Background: an optimization exercise with open tools, aiming at small area and a short achievable clock period. Do not read the settings as production practice.
In this exercise RTL edits were held to simulation tests only and were not proved equivalent to the original.
No activity file was given, so power comes from the tool's default toggle rates.

==> flow/design.v (excerpt) <==
module cmd_track_top (
   input  logic                          clk,
   input  logic                          rst_n,
   input  logic [8-1:0]         issue_tag,
   input  logic                          issue_valid,
   output logic                          issue_ready,
   output logic [$clog2(16)-1:0]        issue_slot,
   input  logic [$clog2(16)-1:0]        cpl_slot,
   input  logic                          cpl_valid,
   output logic [$clog2(16)-1:0]        to_slot,
   output logic [8-1:0]         to_tag,
   output logic [16-1:0]          to_age,
   output logic                          to_valid,
   input  logic                          to_ready,
   input  logic                          reg_we,
   input  logic [2-1:0]        reg_addr,
   input  logic [16-1:0]          reg_wdata,
   input  logic [2-1:0]        reg_addr_rd,
   output logic [16-1:0]          reg_rdata
);
Size: about 1900 cells after synthesis, roughly 620 flip-flops, roughly 0.024 mm² of cells after synthesis.
Settings: LEC_CHECK=0, CAP_MARGIN=20, CORE_MARGIN=2, CORE_UTILIZATION=40, SETUP_SLACK_MARGIN=5, SLEW_MARGIN=20; clock period 11.5 ns.
run.sh (not shown) runs the stock make flow with config.mk's settings and CLKGATE_MAP_FILE= SYNTH_SCRIPT=/design/flow/synth_recipe.tcl, a recipe that flattens the netlist after the stock synthesis.
Rerun with:
==> flow/flow/run.sh (new file) <==
#!/bin/bash
# The standard layout, with plain buffers (buf_1) on the ports instead of the
# delay cells buffer_ports picks by default, and timing repair aiming for
# 6.4 ns of setup slack; make's output goes to standard_flow.log, each tool's
# log stays under orfs/logs
set -euo pipefail
export BUFFER_PORTS_ARGS="-buffer_cell sky130_fd_sc_hd__buf_1"
bash standard.sh finish SETUP_SLACK_MARGIN=6.4 > standard_flow.log 2>&1
==> flow/standard.sh (new file) <==
#!/bin/bash
# synth_recipe.tcl (not shown) runs the flow's synth.tcl, then flattens the netlist and writes it again
# the make line also repeats each setting of config.mk as NAME=value (left out here)
make -C /OpenROAD-flow-scripts/flow DESIGN_CONFIG=/design/flow/config.mk WORK_HOME=/design/flow/orfs CLKGATE_MAP_FILE= SYNTH_SCRIPT=/design/flow/synth_recipe.tcl "${@:-finish}"
Settings changed: CORE_UTILIZATION 40 to 65, CTS_CLUSTER_DIAMETER set to 80, CTS_CLUSTER_SIZE set to 25, SETUP_SLACK_MARGIN 5 to not set.
removed: flow/run.sh
=> Wire length drops by about 5%; final area drops by 4.7%; setup slack gains 1000 ps; worst hold slack gains 33 ps; synthesized area is unchanged; clock power drops by about 40%; sequential power hardly moves; global-route usage climbs by 13 points.
Rerun with:
==> flow/run.sh (new file) <==
#!/bin/bash
# synth_recipe.tcl (not shown) runs the flow's synth.tcl, then flattens the netlist and writes it again
# the make line also repeats each setting of config.mk as NAME=value (left out here)
make -C /OpenROAD-flow-scripts/flow DESIGN_CONFIG=/design/flow/config.mk WORK_HOME=/design/flow/orfs CLKGATE_MAP_FILE= SYNTH_SCRIPT=/design/flow/synth_recipe.tcl finish
Settings changed: CTS_CLUSTER_DIAMETER 80 to not set, CTS_CLUSTER_SIZE 25 to not set, SETUP_SLACK_MARGIN set to 5.
removed: flow/flow/run.sh
removed: flow/standard.sh
Worst hold slack got worse by 26 ps. Utilization went up by 2.0 points. Clock skew went down by 14 ps. First-iteration DRC count went down by 13%.
Rerun with:
==> flow/flow/run.sh (new file) <==
#!/bin/bash
# The standard layout, with plain buffers (buf_2) on the ports instead of the
# delay cells buffer_ports picks by default, and timing repair aiming for
# 6.0 ns of setup slack; make's output goes to standard_flow.log, each tool's
# log stays under orfs/logs
set -euo pipefail
export BUFFER_PORTS_ARGS="-buffer_cell sky130_fd_sc_hd__buf_2"
bash standard.sh finish SETUP_SLACK_MARGIN=6.0 > standard_flow.log 2>&1
==> flow/standard.sh (new file) <==
#!/bin/bash
# synth_recipe.tcl (not shown) runs the flow's synth.tcl, then flattens the netlist and writes it again
# the make line also repeats each setting of config.mk as NAME=value (left out here)
make -C /OpenROAD-flow-scripts/flow DESIGN_CONFIG=/design/flow/config.mk WORK_HOME=/design/flow/orfs CLKGATE_MAP_FILE= SYNTH_SCRIPT=/design/flow/synth_recipe.tcl "${@:-finish}"
Settings changed: CTS_CLUSTER_DIAMETER set to 80, CTS_CLUSTER_SIZE set to 25, SETUP_SLACK_MARGIN 5 to not set.
removed: flow/run.sh
Worst setup slack gets better by 880 ps.
Global-route usage is lower by 1.1 points.
Final cell count is lower by 1.7%.
Routed wire length is lower by 1.7%.
Rerun with:
==> flow/run.sh (new file) <==
#!/bin/bash
# synth_recipe.tcl (not shown) runs the flow's synth.tcl, then flattens the netlist and writes it again
# the make line also repeats each setting of config.mk as NAME=value (left out here)
make -C /OpenROAD-flow-scripts/flow DESIGN_CONFIG=/design/flow/config.mk WORK_HOME=/design/flow/orfs CLKGATE_MAP_FILE= SYNTH_SCRIPT=/design/flow/synth_recipe.tcl finish
Settings changed: CORE_UTILIZATION 65 to 40, CTS_CLUSTER_DIAMETER 80 to not set, CTS_CLUSTER_SIZE 25 to not set.
removed: flow/flow/run.sh
removed: flow/standard.sh
After rerunning:
- The new run produced a clean layout
- area after synthesis is unchanged
- clock-buffer cell count rose by 43
- first-iteration DRC count decreases by 4.7%
- sequential power barely changes
- routed wire length goes up by 8.3%
- final area went up by 6.8%
- clock power is higher by 74%
- critical path depth came out lower by 3
- power rose by 19%
- combinational power barely changes

* * *

== job 2590 ==
cmd_track_top again, from the RTL that the note above started with.
// cmd_track_top
module cmd_track_top (
   input  logic                          clk,
   input  logic                          rst_n,
   input  logic [8-1:0]         issue_tag,
   input  logic                          issue_valid,
   output logic                          issue_ready,
   output logic [$clog2(16)-1:0]        issue_slot,
   input  logic [$clog2(16)-1:0]        cpl_slot,
   input  logic                          cpl_valid,
   output logic [$clog2(16)-1:0]        to_slot,
   output logic [8-1:0]         to_tag,
   output logic [16-1:0]          to_age,
   output logic                          to_valid,
   input  logic                          to_ready,
   input  logic                          reg_we,
   input  logic [2-1:0]        reg_addr,
   input  logic [16-1:0]          reg_wdata,
   input  logic [2-1:0]        reg_addr_rd,
   output logic [16-1:0]          reg_rdata
);
clock: 11.5 ns
lec_check: 0
cap_margin: 20
core_margin: 2
core_utilization: 65
cts_cluster_diameter: 100
cts_cluster_size: 30
setup_slack_margin: 5
slew_margin: 20
Stock flow here: none of the scripts above is used.
Job 2590 | stages: all done | timing, DRC, antenna: all pass
## Diff of input files: job 1920 against job 2590
Settings: a deleted CTS_CLUSTER_DIAMETER that had been 100; a deleted CTS_CLUSTER_SIZE that had been 30.
==> flow/flow/run.sh (new file) <==
#!/bin/bash
# The standard layout, with plain buffers (buf_2) on the ports instead of the
# delay cells buffer_ports picks by default; each tool's log stays under orfs/logs
set -euo pipefail
export BUFFER_PORTS_ARGS="-buffer_cell sky130_fd_sc_hd__buf_2"
bash standard.sh > standard_flow.log 2>&1
==> flow/standard.sh (new file) <==
#!/bin/bash
# synth_recipe.tcl (not shown) runs the flow's synth.tcl, then flattens the netlist and writes it again
# the make line also repeats each setting of config.mk as NAME=value (left out here)
make -C /OpenROAD-flow-scripts/flow DESIGN_CONFIG=/design/flow/config.mk WORK_HOME=/design/flow/orfs CLKGATE_MAP_FILE= SYNTH_SCRIPT=/design/flow/synth_recipe.tcl "${@:-finish}"
removed: flow/run.sh
## What came out
Job 1920: total non-filler cell area in the finished layout 2.8% above job 2590
The number of placed instances, taps included of job 1920 and that of job 2590 are within noise of each other.
Summary of job 1920 over job 2590: power share of the combinational group now sits lower; hold slack now sits lower; aggregate routed wire length now sits higher; highest clock frequency the design can meet now sits higher.
Sort job 2590 and job 1920 by share of final layout cell area taken by clock buffers and inverters, ascending, and job 2590 comes first.
Comparing job 2590 against job 1920, there is no change at all in adder-cell share of the synthesized area.
Of job 2590 and job 1920, job 2590 shows the higher post-route clock period utilization, with job 1920 below it.
> inputs changed (job 1920 -> job 3209)
Settings: putting CTS_BUF_LIST at sky130_fd_sc_hd__clkbuf_4 sky130_fd_sc_hd__clkbuf_8 where nothing was set.
==> flow/run.sh (new file) <==
#!/bin/bash
# synth_recipe.tcl (not shown) runs the flow's synth.tcl, then flattens the netlist and writes it again
# the make line also repeats each setting of config.mk as NAME=value (left out here)
make -C /OpenROAD-flow-scripts/flow DESIGN_CONFIG=/design/flow/config.mk WORK_HOME=/design/flow/orfs CLKGATE_MAP_FILE= SYNTH_SCRIPT=/design/flow/synth_recipe.tcl finish
removed: flow/flow/run.sh
removed: flow/standard.sh
==> notes.md <==
Of the two values seen for worst-path cell with the longest stage delay, sky130_fd_sc_hd__or4_1 was produced by job 3209 and sky130_fd_sc_hd__or3_1 by job 1920. Job 3209 ended up with a higher aggregate routed wire length than job 1920 did. Diff job 1920 -> job 3209: via count rose 55, TritonCTS buffer count rose 35, half-perimeter wire length of the detailed placement result rose 2.2%, met2 routing resource usage after global routing rose 0.28 points, delay contributed by the slowest stage of the critical path fell 40 ps. Summary of job 3209 over job 1920: overall power consumption +2.4%, sequential group share of total power -1.2 points, worst setup timing slack at the placement stage -810 ps.
#### Input delta (job 3636 over job 3209)
Settings: removing CTS_BUF_LIST (formerly sky130_fd_sc_hd__clkbuf_4 sky130_fd_sc_hd__clkbuf_8); setting CTS_CLUSTER_DIAMETER to 80 for the first time; setting CTS_CLUSTER_SIZE to 25 for the first time; removing SETUP_SLACK_MARGIN (formerly 5).
==> flow/flow/run.sh (new file) <==
#!/bin/bash
# The standard layout, with plain buffers (buf_1) on the ports instead of the
# delay cells buffer_ports picks by default, and timing repair aiming for
# 6.0 ns of setup slack; make's output goes to standard_flow.log, each tool's
# log stays under orfs/logs
set -euo pipefail
export BUFFER_PORTS_ARGS="-buffer_cell sky130_fd_sc_hd__buf_1"
bash standard.sh finish SETUP_SLACK_MARGIN=6.0 > standard_flow.log 2>&1
==> flow/standard.sh (new file) <==
#!/bin/bash
# synth_recipe.tcl (not shown) runs the flow's synth.tcl, then flattens the netlist and writes it again
# the make line also repeats each setting of config.mk as NAME=value (left out here)
make -C /OpenROAD-flow-scripts/flow DESIGN_CONFIG=/design/flow/config.mk WORK_HOME=/design/flow/orfs CLKGATE_MAP_FILE= SYNTH_SCRIPT=/design/flow/synth_recipe.tcl "${@:-finish}"
removed: flow/run.sh
Notes after the runs:
- Job 3636 does better than job 3209 on fmax.
- The die area on job 3209 is in line with that on job 3636.
- Summary: placement-stage worst setup slack, job 3636 better than job 3209
- Total wire length after detailed routing is lower on job 3636
- Total of plain and repair buffers excluding clock buffers (lower): job 3209
- Measured against job 3209, the final design instance area without fill of job 3636 comes out at 0.945 times the reference value.
- | clock buffer instance count of the final layout | job 3636 vs job 3209 | about 70% lower |
- Taking job 3209 as 1.0, job 3636 lands at 0.855 on total power.

* * *

harbor:
The RTL this note starts from:
==> flow/design.v <==
`timescale 1ns/1ps
package cmd_track_pkg;
   typedef struct packed
   {
      logic [8-1:0] tag;
   } cmd_issue_t;
   typedef struct packed
   {
      logic [$clog2(16)-1:0] slot;
   } cmd_cpl_t;
   typedef struct packed
   {
      logic [$clog2(16)-1:0] slot;
      logic [8-1:0]  tag;
      logic [16-1:0]   age;
   } cmd_timeout_t;
   typedef struct packed
   {
      logic                   we;
      logic [2-1:0] addr;
      logic [16-1:0]   wdata;
   } cmd_reg_req_t;
   typedef struct packed
   {
      logic                 en;
      logic [16-1:0] thresh;
   } cmd_cfg_t;
endpackage
`timescale 1ns/1ps
module cmd_track_cfg (
   input  logic                         clk,
   input  logic                         rst_n,
   input  cmd_track_pkg::cmd_reg_req_t  reg_req,
   input  logic [2-1:0]       reg_addr_rd,
   output logic [16-1:0]         reg_rdata,
   output cmd_track_pkg::cmd_cfg_t      cfg,
   input  logic                         to_fire
);
logic                 en_q;
logic [16-1:0] thresh_q;
logic [16-1:0] count_q;
logic                 wr_ctrl;
logic                 wr_thresh;
assign wr_ctrl = reg_req.we && (reg_req.addr == 2'd0);
assign wr_thresh = reg_req.we && (reg_req.addr == 2'd1);
always_ff @(posedge clk)
begin
   if (!rst_n)
   begin
      en_q <= 1'b0;
      thresh_q <= '0;
      count_q <= '0;
   end
   else
   begin
      if (wr_ctrl)
      begin
         en_q <= reg_req.wdata[0];
      end
      if (wr_thresh)
      begin
         thresh_q <= reg_req.wdata;
      end
      if (to_fire && (count_q != '1))
      begin
         count_q <= count_q + 1'b1;
      end
   end
end
always_comb
begin
   case (reg_addr_rd)
      2'd0:   reg_rdata = {{(16-1){1'b0}}, en_q};
      2'd1: reg_rdata = thresh_q;
      2'd2:  reg_rdata = count_q;
      default:         reg_rdata = '0;
   endcase
end
assign cfg.en = en_q;
assign cfg.thresh = thresh_q;
endmodule
`timescale 1ns/1ps
module cmd_track_top (
   input  logic                          clk,
   input  logic                          rst_n,
   input  logic [8-1:0]         issue_tag,
   input  logic                          issue_valid,
   output logic                          issue_ready,
   output logic [$clog2(16)-1:0]        issue_slot,
   input  logic [$clog2(16)-1:0]        cpl_slot,
   input  logic                          cpl_valid,
   output logic [$clog2(16)-1:0]        to_slot,
   output logic [8-1:0]         to_tag,
   output logic [16-1:0]          to_age,
   output logic                          to_valid,
   input  logic                          to_ready,
   input  logic                          reg_we,
   input  logic [2-1:0]        reg_addr,
   input  logic [16-1:0]          reg_wdata,
   input  logic [2-1:0]        reg_addr_rd,
   output logic [16-1:0]          reg_rdata
);
localparam int N  = 16;
localparam int SW = $clog2(16);
localparam int TW = 8;
localparam int AW = 16;
cmd_track_pkg::cmd_reg_req_t   reg_req;
cmd_track_pkg::cmd_cfg_t       cfg;
assign reg_req.we = reg_we;
assign reg_req.addr = reg_addr;
assign reg_req.wdata = reg_wdata;
logic [AW-1:0]  now_q;
logic [N-1:0]   busy_q;
logic [TW-1:0]  tag_q   [N];
logic [AW-1:0]  stamp_q [N];
logic [N*N-1:0] ord_q;
logic           rec_valid_q;
logic [AW-1:0]  rec_age_q;
logic           to_valid_q;
logic [SW-1:0]  to_slot_q;
logic [TW-1:0]  to_tag_q;
logic [N-1:0]   free_oh;
logic [N-1:0]   old_oh;
logic [N-1:0]   cpl_oh;
logic [N-1:0]   clr;
logic [SW-1:0]  old_slot;
logic [TW-1:0]  old_tag;
logic [AW-1:0]  old_stamp;
logic           any_busy;
logic           cpl_hit;
logic           fire;
logic           to_fire;
always_comb
begin
   for (int i = 0; i < N; i++)
   begin
      free_oh[i] = ~busy_q[i];
      for (int j = 0; j < i; j++)
      begin
         free_oh[i] = free_oh[i] & busy_q[j];
      end
   end
end
always_comb
begin
   for (int i = 0; i < N; i++)
   begin
      old_oh[i] = busy_q[i];
      for (int j = 0; j < N; j++)
      begin
         if (j < i)
            old_oh[i] = old_oh[i] & (~busy_q[j] | ~ord_q[j*N+i]);
         else if (j > i)
            old_oh[i] = old_oh[i] & (~busy_q[j] | ord_q[i*N+j]);
      end
   end
end
always_comb
begin
   issue_slot = '0;
   old_slot = '0;
   old_tag = '0;
   old_stamp = '0;
   for (int i = 0; i < N; i++)
   begin
      issue_slot = issue_slot | (free_oh[i] ? i[SW-1:0] : '0);
      old_slot = old_slot | (old_oh[i] ? i[SW-1:0] : '0);
      old_tag = old_tag | (old_oh[i] ? tag_q[i] : '0);
      old_stamp = old_stamp | (old_oh[i] ? stamp_q[i] : '0);
   end
end
assign issue_ready = ~&busy_q;
assign any_busy = |busy_q;
always_comb
begin
   for (int i = 0; i < N; i++)
   begin
      cpl_oh[i] = cpl_valid && (cpl_slot == i[SW-1:0]);
   end
end
assign cpl_hit = |(cpl_oh & old_oh);
assign fire = cfg.en && rec_valid_q && (rec_age_q >= cfg.thresh) &&
              !to_valid_q && !cpl_hit;
assign clr = cpl_oh | (fire ? old_oh : '0);
assign to_fire = to_valid_q & to_ready;
always_ff @(posedge clk)
begin
   if (!rst_n)
   begin
      now_q <= '0;
      busy_q <= '0;
      rec_valid_q <= 1'b0;
      to_valid_q <= 1'b0;
   end
   else
   begin
      now_q <= now_q + 1'b1;
      busy_q <= (busy_q & ~clr) | (issue_valid ? free_oh : '0);
      rec_valid_q <= any_busy && !cpl_hit && !fire;
      if (fire)
      begin
         to_valid_q <= 1'b1;
      end
      else if (to_ready)
      begin
         to_valid_q <= 1'b0;
      end
   end
end
always_ff @(posedge clk)
begin
   if (!fire && !(to_valid_q && !to_ready))
   begin
      rec_age_q <= now_q - old_stamp;
   end
   if (fire)
   begin
      to_slot_q <= old_slot;
      to_tag_q <= old_tag;
   end
end
for (genvar i = 0; i < N; i++)
begin : g_slot
   always_ff @(posedge clk)
   begin
      if (free_oh[i])
      begin
         tag_q[i] <= issue_tag;
         stamp_q[i] <= now_q;
      end
   end
   for (genvar j = i + 1; j < N; j++)
   begin : g_ord
      always_ff @(posedge clk)
      begin
         if (free_oh[j])
            ord_q[i*N+j] <= 1'b1;
         else if (free_oh[i])
            ord_q[i*N+j] <= 1'b0;
      end
   end
end
assign to_valid = to_valid_q;
assign to_slot = to_slot_q;
assign to_tag = to_tag_q;
assign to_age = rec_age_q;
cmd_track_cfg u_cfg (
   .clk          (clk),
   .rst_n        (rst_n),
   .reg_req      (reg_req),
   .reg_addr_rd  (reg_addr_rd),
   .reg_rdata    (reg_rdata),
   .cfg          (cfg),
   .to_fire      (to_fire)
);
endmodule
Settings: LEC_CHECK=0, CAP_MARGIN=5, CORE_MARGIN=2, CORE_UTILIZATION=75, CTS_CLUSTER_DIAMETER=80, CTS_CLUSTER_SIZE=25, SLEW_MARGIN=5; clock period 11.5 ns.
standard.sh (not shown) runs the stock make flow with config.mk's settings and CLKGATE_MAP_FILE= SYNTH_SCRIPT=/design/flow/synth_recipe.tcl, a recipe that flattens the netlist after the stock synthesis.
==> flow/flow/run.sh <==
#!/bin/bash
# The standard layout, with plain buffers (buf_1) on the ports instead of the
# delay cells buffer_ports picks by default, and timing repair aiming for
# 6.4 ns of setup slack; make's output goes to standard_flow.log, each tool's
# log stays under orfs/logs
set -euo pipefail
export BUFFER_PORTS_ARGS="-buffer_cell sky130_fd_sc_hd__buf_1"
bash standard.sh finish SETUP_SLACK_MARGIN=6.4 > standard_flow.log 2>&1
## Diff of input files: quartz against harbor
Settings: changing SLEW_MARGIN from 5 to 20; changing CAP_MARGIN from 5 to 20.
[summary]
For harbor and quartz, there was not a single run that failed to finish clean.
Diff harbor..quartz | area growth from synthesis to final layout | negligible
Delta (quartz minus harbor): ratio of final minimum period to clock period now sits at about the same level, worst hold slack now sits at about the same level.
What yarrow does differently from quartz at the input level:
Settings: CORE_UTILIZATION: 75 -> 65.
==> flow/flow/run.sh <==
#!/bin/bash
# The standard layout, with plain buffers (buf_2) on the ports instead of the
# delay cells buffer_ports picks by default, and timing repair aiming for
# 6.0 ns of setup slack; make's output goes to standard_flow.log, each tool's
# log stays under orfs/logs
set -euo pipefail
export BUFFER_PORTS_ARGS="-buffer_cell sky130_fd_sc_hd__buf_2"
bash standard.sh finish SETUP_SLACK_MARGIN=6.0 > standard_flow.log 2>&1
==> comparison <==
Across yarrow and quartz, the outcome is the same: a clean finish for every run. Compared to quartz, yarrow has sum of routed wire length over all layers 3000 um lower. Summary of yarrow over quartz: end-of-flow core utilization decreased 11 points, switching part of the total power decreased 0.81 points, setup slack decreased 0.097 ns. yarrow against quartz: combinational-cell power consumption went down by 6.1%, number of sinks on the clock net held, total power shrank by 1.4%, fmax fell 1.8%. Category of the most critical setup path: flop to output port -> yarrow, input pin to output port -> quartz.
Here is what was changed in the inputs of maple compared with yarrow.
Settings: changing CORE_UTILIZATION from 65 to 85.
==> flow/flow/run.sh <==
#!/bin/bash
# The standard layout, with plain buffers (buf_1) on the ports instead of the
# delay cells buffer_ports picks by default, and timing repair aiming for
# 6.4 ns of setup slack; make's output goes to standard_flow.log, each tool's
# log stays under orfs/logs
set -euo pipefail
export BUFFER_PORTS_ARGS="-buffer_cell sky130_fd_sc_hd__buf_1"
bash standard.sh finish SETUP_SLACK_MARGIN=6.4 > standard_flow.log 2>&1
==> comparison <==
- maple against yarrow: cell row count shrank by about 13%, buffer count from post-CTS setup fixing up 9, number of synthesized register bits now sits at about the same level, sequential fraction of the synthesis area essentially unchanged.
- Taking yarrow as the reference point, the routability-driven placement congestion ratio of maple falls by 0.44%.
- Placed instance count: higher on yarrow
- maple against yarrow; number of buffers created by CTS is down by a few percent.
- What ended maple was a tool error in 5_1_grt; the run never finished.
- yarrow completed; timing, DRC and antenna clean
- Going from yarrow to maple, the starting utilization of the core area was found to have gone up by 21 points.

==> re-timing with driven ports <==
In the flow no input, the clock included, has a driving cell. The finished layouts below were timed again as built, in two steps.
Step 1: set_driving_cell puts a clkbuf_16 on clk and a buf_2 on each other input, an assumption about the parent block.
Step 2 also shifts input and output timing later by t, the mid clock arrival at the registers, as if the neighbouring blocks saw the same clock.
Slacks: no drivers / after step 1 / after step 2; pairs: no drivers / after step 1.
run | shift t [ns] | setup slack, ns | worst register clock-pin slew, ns
the first run of note 1 | 0.648 | 5.166 / 5.130 / 5.140 | 0.06 / 0.06
the second run of note 1 | 0.685 | 6.163 / 6.121 / 6.121 | 0.10 / 0.10
the third run of note 1 | 0.680 | 5.198 / 5.167 / 5.170 | 0.06 / 0.06
the fourth run of note 1 | 0.665 | 6.073 / 6.015 / 6.088 | 0.10 / 0.10
the fifth run of note 1 | 0.647 | 4.688 / 4.662 / 4.662 | 0.06 / 0.06
job 2590 | 0.655 | 5.051 / 4.998 / 5.160 | 0.12 / 0.12
job 1920 | 0.688 | 5.301 / 5.247 / 5.570 | 0.06 / 0.06
job 3209 | 0.729 | 5.069 / 5.018 / 5.151 | 0.07 / 0.07
job 3636 | 0.677 | 6.074 / 6.043 / 6.043 | 0.10 / 0.10
harbor | 0.658 | 6.134 / 6.079 / 6.079 | 0.11 / 0.11
quartz | 0.658 | 6.136 / 6.081 / 6.081 | 0.11 / 0.11
yarrow | 0.670 | 6.039 / 5.979 / 6.104 | 0.11 / 0.11
After both steps every run listed still meets setup and hold.
